This is an optimization exercise on Yosys and OpenROAD, whose aim is small area, not a production implementation.
For this run, only the layout was checked, not whether the RTL still works.

[design/flow/config.mk]
export PLATFORM = sky130hd
export DESIGN_NAME = board_updater
export DESIGN_NICKNAME = board_updater
export VERILOG_FILES = /design/flow/design.v
export SDC_FILE = /design/flow/constraint.sdc
export NUM_CORES = 4
export LEC_CHECK = 0
export CAP_MARGIN = 20
export CORE_AREA = 4 4 126 126
export DIE_AREA = 0 0 130 130
export SLEW_MARGIN = 20
[design/flow/constraint.sdc]
create_clock -name core_clock -period 12.0 [get_ports {clk}]
set_input_delay 2.4000 -clock core_clock [delete_from_list [all_inputs] [get_ports {clk}]]
set_output_delay 2.4000 -clock core_clock [all_outputs]
set_load 0.01 [all_outputs]
[design/flow/design.v]
package piece_pkg;
	localparam int KIND_W = 6;  
	localparam int CODE_W = 6;  
	localparam int KIND_CODE_W = CODE_W - 1;
	typedef enum logic [KIND_W-1:0] {
		KIND_PAWN   = 6'b000001,
		KIND_ROOK   = 6'b000010,
		KIND_KNIGHT = 6'b000100,
		KIND_BISHOP = 6'b001000,
		KIND_QUEEN  = 6'b010000,
		KIND_KING   = 6'b100000
	} piece_kind_e;
	typedef enum logic [KIND_CODE_W-1:0] {
		CODE_KNIGHT = 5'b00001,
		CODE_PAWN   = 5'b00010,
		CODE_KING   = 5'b00100,
		CODE_BISHOP = 5'b01000,
		CODE_ROOK   = 5'b10000,
		CODE_QUEEN  = 5'b11000
	} kind_code_e;
	localparam logic [CODE_W-1:0] EMPTY_CODE = '0;
	localparam logic COLOR_WHITE = 1'b1;
	localparam logic COLOR_BLACK = 1'b0;
endpackage
package board_pkg;
	localparam int NUM_SQUARES = 64;
	localparam int RANK_LEN = 8;  
	typedef enum logic [2:0] {
		MOVE_NONE    = 3'd0,  
		MOVE_QUIET   = 3'd1,
		MOVE_CAPTURE = 3'd2,
		UNDO_QUIET   = 3'd3,
		UNDO_CAPTURE = 3'd4
	} move_kind_e;
endpackage
module piece_encoder (
	input  logic [piece_pkg::KIND_W-1:0]      kind,
	output logic [piece_pkg::KIND_CODE_W-1:0] code,
	output logic                              one_hot,
	output logic                              any
);
	assign code = {kind[1] | kind[4], kind[3] | kind[4], kind[5], kind[0], kind[2]};
	logic [2:0] hi, lo;
	assign hi = {kind[5] | kind[4], kind[3] | kind[2], kind[5] | kind[3] | kind[1]};
	assign lo = {kind[3] | kind[2] | kind[1] | kind[0], kind[5] | kind[4] | kind[1] | kind[0],
		kind[4] | kind[2] | kind[0]};
	assign one_hot = &(hi ^ lo);
	assign any     = |kind;
endmodule
module move_classifier (
	input  logic                         clk,
	input  logic                         arst_n,
	input  logic                         enable,
	input  logic                         color_type,
	input  logic                         undo,
	input  logic [63:0]                  initial_position,
	input  logic [63:0]                  moved_position,
	input  logic [piece_pkg::KIND_W-1:0] moving_piece,
	input  logic [piece_pkg::KIND_W-1:0] captured_piece,
	output logic                         s1_valid,
	output logic [2:0]                   s1_orank,
	output logic [2:0]                   s1_ofile,
	output logic [2:0]                   s1_drank,
	output logic [2:0]                   s1_dfile,
	output logic                         s1_same_file,
	output logic [piece_pkg::CODE_W-1:0] s1_origin_code,
	output logic [piece_pkg::CODE_W-1:0] s1_dest_code
);
	logic [2:0] orank, ofile, drank, dfile;
	logic       o_ok, d_ok;
	logic       o_far_white, o_far_black;
	logic       d_far_white, d_far_black;
	logic [4:0] mover_kind, captured_kind;
	logic       mover_ok, captured_ok, captured_any, pawn;
	logic       same_file, same_rank, move_ok, promote;
	square_index u_origin_index (
		.pos       (initial_position),
		.rank      (orank),
		.file      (ofile),
		.ok        (o_ok),
		.top_rank  (o_far_white),
		.low_rank  (o_far_black)
	);
	square_index u_dest_index (
		.pos       (moved_position),
		.rank      (drank),
		.file      (dfile),
		.ok        (d_ok),
		.top_rank  (d_far_white),
		.low_rank  (d_far_black)
	);
	piece_encoder u_mover_enc (
		.kind     (moving_piece),
		.code     (mover_kind),
		.one_hot  (mover_ok),
		.any      ()
	);
	piece_encoder u_captured_enc (
		.kind     (captured_piece),
		.code     (captured_kind),
		.one_hot  (captured_ok),
		.any      (captured_any)
	);
	assign same_file = (ofile == dfile);
	assign same_rank = (orank == drank);
	assign move_ok   = enable && o_ok && d_ok && !(same_file && same_rank) && mover_ok &&
		(captured_ok || !captured_any);
	assign pawn    = moving_piece[0];
	assign promote = pawn && (color_type ? d_far_white : d_far_black);
	always_ff @(posedge clk or negedge arst_n) begin
		if (!arst_n)
			s1_valid <= 1'b0;
		else
			s1_valid <= move_ok;
	end
	always_ff @(posedge clk) begin
		s1_orank       <= orank;
		s1_ofile       <= ofile;
		s1_drank       <= drank;
		s1_dfile       <= dfile;
		s1_same_file   <= same_file;
		s1_origin_code <= undo ? {color_type, mover_kind} : piece_pkg::EMPTY_CODE;
		if (undo)
			s1_dest_code <= captured_any ? {~color_type, captured_kind} : piece_pkg::EMPTY_CODE;
		else
			s1_dest_code <= {color_type, promote ? piece_pkg::CODE_QUEEN : mover_kind};
	end
endmodule
module square_index (
	input  logic [63:0] pos,
	output logic [2:0]  rank,
	output logic [2:0]  file,
	output logic        ok,
	output logic        top_rank,
	output logic        low_rank
);
	logic [7:0] rank_any, file_any;
	logic       rank_ok, file_ok;
	always_comb begin
		for (int r = 0; r < 8; r++)
			rank_any[r] = |pos[8*r +: 8];
		for (int f = 0; f < 8; f++) begin
			file_any[f] = 1'b0;
			for (int r = 0; r < 8; r++)
				file_any[f] = file_any[f] | pos[8*r + f];
		end
	end
	onehot8 u_rank (.v(rank_any), .idx(rank), .ok(rank_ok));
	onehot8 u_file (.v(file_any), .idx(file), .ok(file_ok));
	assign ok       = rank_ok && file_ok;
	assign top_rank = rank_any[7];
	assign low_rank = rank_any[0];
endmodule
module onehot8 (
	input  logic [7:0] v,
	output logic [2:0] idx,
	output logic       ok
);
	logic [2:0] lo;
	always_comb begin
		for (int j = 0; j < 3; j++) begin
			idx[j] = 1'b0;
			lo[j]  = 1'b0;
			for (int i = 0; i < 8; i++) begin
				if (i[j]) idx[j] = idx[j] | v[i];
				else      lo[j]  = lo[j] | v[i];
			end
		end
	end
	assign ok = &(idx ^ lo);
endmodule
module square_writer (
	input  logic                                clk,
	input  logic                                arst_n,
	input  logic                                s1_valid,
	input  logic [2:0]                          s1_orank,
	input  logic [2:0]                          s1_ofile,
	input  logic [2:0]                          s1_drank,
	input  logic [2:0]                          s1_dfile,
	input  logic                                s1_same_file,
	input  logic [piece_pkg::CODE_W-1:0]        s1_origin_code,
	input  logic [piece_pkg::CODE_W-1:0]        s1_dest_code,
	output logic [63:0]                         square_en,
	output logic [63:0][piece_pkg::CODE_W-1:0] square_code
);
	logic                         s2_valid;
	logic [2:0]                   s2_orank, s2_ofile, s2_drank, s2_dfile;
	logic                         s2_same_file;
	logic [piece_pkg::CODE_W-1:0] s2_origin_code;
	logic [piece_pkg::CODE_W-1:0] s2_dest_code;
	always_ff @(posedge clk or negedge arst_n) begin
		if (!arst_n)
			s2_valid <= 1'b0;
		else
			s2_valid <= s1_valid;
	end
	always_ff @(posedge clk) begin
		s2_orank       <= s1_orank;
		s2_ofile       <= s1_ofile;
		s2_drank       <= s1_drank;
		s2_dfile       <= s1_dfile;
		s2_same_file   <= s1_same_file;
		s2_origin_code <= s1_origin_code;
		s2_dest_code   <= s1_dest_code;
	end
	logic [7:0] o_rank, o_file, d_rank, d_file;
	logic [7:0][piece_pkg::CODE_W-1:0] x_rank, y_file;
	always_comb begin
		for (int k = 0; k < 8; k++) begin
			o_rank[k] = (s2_orank == k);
			o_file[k] = (s2_ofile == k);
			d_rank[k] = (s2_drank == k);
			d_file[k] = (s2_dfile == k);
			x_rank[k] = {piece_pkg::CODE_W{!s2_same_file}} |
				({piece_pkg::CODE_W{o_rank[k]}} & s2_origin_code) |
				({piece_pkg::CODE_W{d_rank[k]}} & s2_dest_code);
			y_file[k] = {piece_pkg::CODE_W{s2_same_file}} |
				({piece_pkg::CODE_W{o_file[k]}} & s2_origin_code) |
				({piece_pkg::CODE_W{d_file[k]}} & s2_dest_code);
		end
		for (int r = 0; r < 8; r++) begin
			for (int f = 0; f < 8; f++) begin
				square_en[8*r + f] = s2_valid &&
					((o_rank[r] && o_file[f]) || (d_rank[r] && d_file[f]));
				square_code[8*r + f] = {piece_pkg::CODE_W{square_en[8*r + f]}} &
					x_rank[r] & y_file[f];
			end
		end
	end
endmodule
module board_updater #(
	parameter int NUM_SQUARES = board_pkg::NUM_SQUARES,
	parameter int RANK_LEN    = board_pkg::RANK_LEN
) (
	input  logic                                           clk,
	input  logic                                           arst_n,
	input  logic                                           enable,
	input  logic                                           color_type,  
	input  logic                                           undo,
	input  logic [NUM_SQUARES-1:0]                         initial_position,
	input  logic [NUM_SQUARES-1:0]                         moved_position,
	input  logic [piece_pkg::KIND_W-1:0]                   moving_piece,
	input  logic [piece_pkg::KIND_W-1:0]                   captured_piece,
	output logic [NUM_SQUARES-1:0]                         square_en,
	output logic [NUM_SQUARES-1:0][piece_pkg::CODE_W-1:0] square_code
);
	logic                         s1_valid;
	logic [2:0]                   s1_orank, s1_ofile, s1_drank, s1_dfile;
	logic                         s1_same_file;
	logic [piece_pkg::CODE_W-1:0] s1_origin_code;
	logic [piece_pkg::CODE_W-1:0] s1_dest_code;
	move_classifier u_classifier (
		.clk              (clk),
		.arst_n           (arst_n),
		.enable           (enable),
		.color_type       (color_type),
		.undo             (undo),
		.initial_position (initial_position),
		.moved_position   (moved_position),
		.moving_piece     (moving_piece),
		.captured_piece   (captured_piece),
		.s1_valid         (s1_valid),
		.s1_orank         (s1_orank),
		.s1_ofile         (s1_ofile),
		.s1_drank         (s1_drank),
		.s1_dfile         (s1_dfile),
		.s1_same_file     (s1_same_file),
		.s1_origin_code   (s1_origin_code),
		.s1_dest_code     (s1_dest_code)
	);
	square_writer u_writer (
		.clk            (clk),
		.arst_n         (arst_n),
		.s1_valid       (s1_valid),
		.s1_orank       (s1_orank),
		.s1_ofile       (s1_ofile),
		.s1_drank       (s1_drank),
		.s1_dfile       (s1_dfile),
		.s1_same_file   (s1_same_file),
		.s1_origin_code (s1_origin_code),
		.s1_dest_code   (s1_dest_code),
		.square_en      (square_en),
		.square_code    (square_code)
	);
endmodule
[design/flow/run.sh]
#!/bin/bash
# synth_recipe.tcl (not shown) runs the flow's synth.tcl, then flattens the netlist and writes it again
# the make line also repeats each setting of config.mk as NAME=value (left out here)
make -C /OpenROAD-flow-scripts/flow DESIGN_CONFIG=/design/flow/config.mk WORK_HOME=/design/flow/orfs CLKGATE_MAP_FILE= SYNTH_SCRIPT=/design/flow/synth_recipe.tcl finish
==> impl_metrics.json <==
{
  "outcome": "stopped before the end",
  "failed_stage": "3_2_place_iop",
  "tool.error": "[ERROR PPL-0024] Number of IO pins (593) exceeds maximum number of available positions (462). Increase the die perimeter from 520.00um to 806.48um.",
  "synth_flop_cell": "dfxtp_1",
  "synth_area_um2": 7083,
  "yosysWarnings": 4,
  "initial_utilization": 0.4873,
  "die_h_um": 130,
  "die_x_um": 130,
  "ys_seq_elements": 52,
  "synth-edff-count": 0,
  "seq_area_frac_synth": 0.1484,
  "netlist_instances": 1172,
  "rows": 44,
  "syn_avg_cell_area_um2": 6.044,
  "postSynth.asyncResetShare": 0.03846,
  "synth_nets": 1317,
  "synthDistinctLibCells": 53
}
[cell usage after synthesis (9+ instances only)]
cell type	n	share of area
a21oi_1	51	0.036
a221oi_1	15	0.019
a221oi_2	33	0.070
and2_1	9	0.0079
buf_1	12	0.0064
clkbuf_1	70	0.037
dfxtp_1	50	0.14
inv_1	70	0.037
nand2_1	183	0.097
nand4_1	28	0.025
nor2_1	27	0.014
nor3_1	389	0.27
nor4_1	61	0.054
o22ai_1	68	0.060
or2_2	10	0.0088
[cells by family after synthesis]
group | Yosys count | synth area share
AO/OA/AOI/OAI | 188 | 0.2060
flip-flops | 52 | 0.1484
multiplexers | 1 | 0.001413
AND/OR/NAND/NOR | 764 | 0.5455
adder cells (fa/ha/maj) | 1 | 0.001413
buffers and inverters | 157 | 0.08408
XOR/XNOR | 9 | 0.01325
